This design comes from an exercise in tuning for small area and a short achievable clock period on the open sky130 flow, not from production work. Power and IR drop assume default switching activity.

==> flow/design.v (excerpt) <==
module multi_speed_ctrl
#(
    parameter int NUM_CH      = 6,
    parameter int GP_BITS     = 16,
    parameter int DEADBAND    = 4,
    parameter int RAMP_STEP   = 1000,
    parameter int WDOG_CYCLES = 3000
) (
    input  logic                        clk,
    input  logic                        rst_n,
    input  logic                        avail,
    input  logic [7:0]                  data,
    input  logic [32*NUM_CH-1:0]        max_spd,
    output logic [32*NUM_CH-1:0]        tgt_spd,
    output logic [GP_BITS-1:0]          gp_out,
    output logic [8*NUM_CH+GP_BITS-1:0] latched_data,
    output logic                        frame_ok,
    output logic                        frame_err,
    output logic                        timeout
);
Size: roughly 10000 cells after synthesis, ~800 flip-flops, about 480 I/O pins, ~0.083 mm2 of cells after synthesis.
export LEC_CHECK = 0
export ABC_AREA = 1
export CAP_MARGIN = 5
export CORE_MARGIN = 2
export CORE_UTILIZATION = 40
export CTS_BUF_LIST = sky130_fd_sc_hd__clkbuf_4 sky130_fd_sc_hd__clkbuf_8
export PLACE_DENSITY = 0.8
export SETUP_SLACK_MARGIN = 4.5
export SLEW_MARGIN = 5
export SYNTH_HIERARCHICAL = 1
export SYNTH_MINIMUM_KEEP_SIZE = 0
create_clock -name core_clock -period 8.5 [get_ports {clk}]
standard.sh (not shown) runs the stock make flow with config.mk's settings and CLKGATE_MAP_FILE= SYNTH_SCRIPT=/design/flow/synth_recipe.tcl, a recipe that flattens the netlist after the stock synthesis.
==> flow/flow/run.sh <==
#!/bin/bash
set -o pipefail
export BUFFER_PORTS_ARGS="-buffer_cell sky130_fd_sc_hd__buf_2"
bash standard.sh > standard.log 2>&1
Edit:
--- a/flow/design.v
+++ b/flow/design.v
@@ -2439,24 +2439,20 @@
     assign eZ = z760 & z762 & z764 & z766 & z768 & z770 & z772 & z774 & z776 & z778 & z780 & z782 & z784 & z786 & z788 & z790 & z792 & z794 & z796 & z798 & z800 & z802 & z804;
     assign eO = o761 & o763 & o765 & o767 & o769 & o771 & o773 & o775 & o777 & o779 & o781 & o783 & o785 & o787 & o789 & o791 & o793 & o795 & o797 & o799 & o801 & o803 & o805;
     assign up = {u1184, u1183, u1182, u1181, u1180, u1179, u1178, u1177, u1176, u1175, u1174, u1173, u1172, u1171, u1170, u1169, u1168, u1167, u1166, u1165, u1164, y861, y860, y859, y858, y857, y856, y855, y854, y853, y852, tgt_q[0]};
     assign dn = {d1205, d1204, d1203, d1202, d1201, d1200, d1199, d1198, d1197, d1196, d1195, d1194, d1193, d1192, d1191, d1190, d1189, d1188, d1187, d1186, d1185, y911, y910, y909, y908, y907, y906, y905, y904, y903, y902, tgt_q[0]};
     logic        eHi, eLo;
     logic [31:0] tgt_d;
     assign eHi = e[9:0] >= 10'd1000;
     assign eLo = e[9:0] <= 10'd22;
-    slew_sel #(.W(8)) u_sel0 (.ez(eZ), .eo(eO), .es(e[32]), .hi(eHi), .lo(eLo), .zero(zero_i),
-        .up(up[7:0]), .dn(dn[7:0]), .cmd(cmd[7:0]), .d(tgt_d[7:0]));
-    slew_sel #(.W(8)) u_sel1 (.ez(eZ), .eo(eO), .es(e[32]), .hi(eHi), .lo(eLo), .zero(zero_i),
-        .up(up[15:8]), .dn(dn[15:8]), .cmd(cmd[15:8]), .d(tgt_d[15:8]));
-    slew_sel #(.W(8)) u_sel2 (.ez(eZ), .eo(eO), .es(e[32]), .hi(eHi), .lo(eLo), .zero(zero_i),
-        .up(up[23:16]), .dn(dn[23:16]), .cmd(cmd[23:16]), .d(tgt_d[23:16]));
-    slew_sel #(.W(8)) u_sel3 (.ez(eZ), .eo(eO), .es(e[32]), .hi(eHi), .lo(eLo), .zero(zero_i),
-        .up(up[31:24]), .dn(dn[31:24]), .cmd(cmd[31:24]), .d(tgt_d[31:24]));
+    slew_sel #(.W(16)) u_sel0 (.ez(eZ), .eo(eO), .es(e[32]), .hi(eHi), .lo(eLo), .zero(zero_i),
+        .up(up[15:0]), .dn(dn[15:0]), .cmd(cmd[15:0]), .d(tgt_d[15:0]));
+    slew_sel #(.W(16)) u_sel1 (.ez(eZ), .eo(eO), .es(e[32]), .hi(eHi), .lo(eLo), .zero(zero_i),
+        .up(up[31:16]), .dn(dn[31:16]), .cmd(cmd[31:16]), .d(tgt_d[31:16]));
     always_ff @(posedge clk) begin
         s_q   <= s_d;
         c_q   <= c_d;
         lc_q  <= lc_d;
         tgt_q <= tgt_d;
     end
     assign tgt_spd_o = tgt_q;
 endmodule
Outcome: Power shrinks by 2.6%; die area shrinks by 0.77%; final area shrinks by 0.34%; setup slack loses 0.059 ns; routed wire length grows by 1.1%; clock-buffer cell count grows by 10; global-route usage grows by 0.32 points; utilization hardly moves; flip-flop and latch count is unchanged; hold slack gains 0.017 ns.
No functional check of the RTL was part of any run of this note.

-- re-timing with driven ports --
Ports are ideal in the flow. The routed layouts listed here were re-timed in OpenROAD.
Step 1 sets driving cells, clkbuf_16 on the clock port and buf_2 on the other inputs (assumed; they add their load-dependent delay and slew).
Step 2 moves the port delays by t, midway between the first and last clock arrival at a register: inputs arrive t later, outputs are due t later. That takes back most of the time a late clock gives input paths.
Slacks: ideal / step 1 / step 2; pairs: ideal / step 1.
| run | t, ns | setup slack, ns | worst hold slack (ns) | slew at the worst register clock pin (ns) | worst slew at a driven data input, ns |
|---|---|---|---|---|---|
| the first run | 0.994 | 4.583 / 4.498 / 3.990 | 0.435 / 0.435 / 0.435 | 0.07 / 0.07 | 0.21 |
| the second run | 0.996 | 4.524 / 4.429 / 4.172 | 0.451 / 0.451 / 0.451 | 0.07 / 0.07 | 0.14 |
After both steps setup and hold are still met in every run listed. For the first run, which loses most, drivers alone change the setup slack by -0.085 ns; drivers and shift together by -0.593 ns.
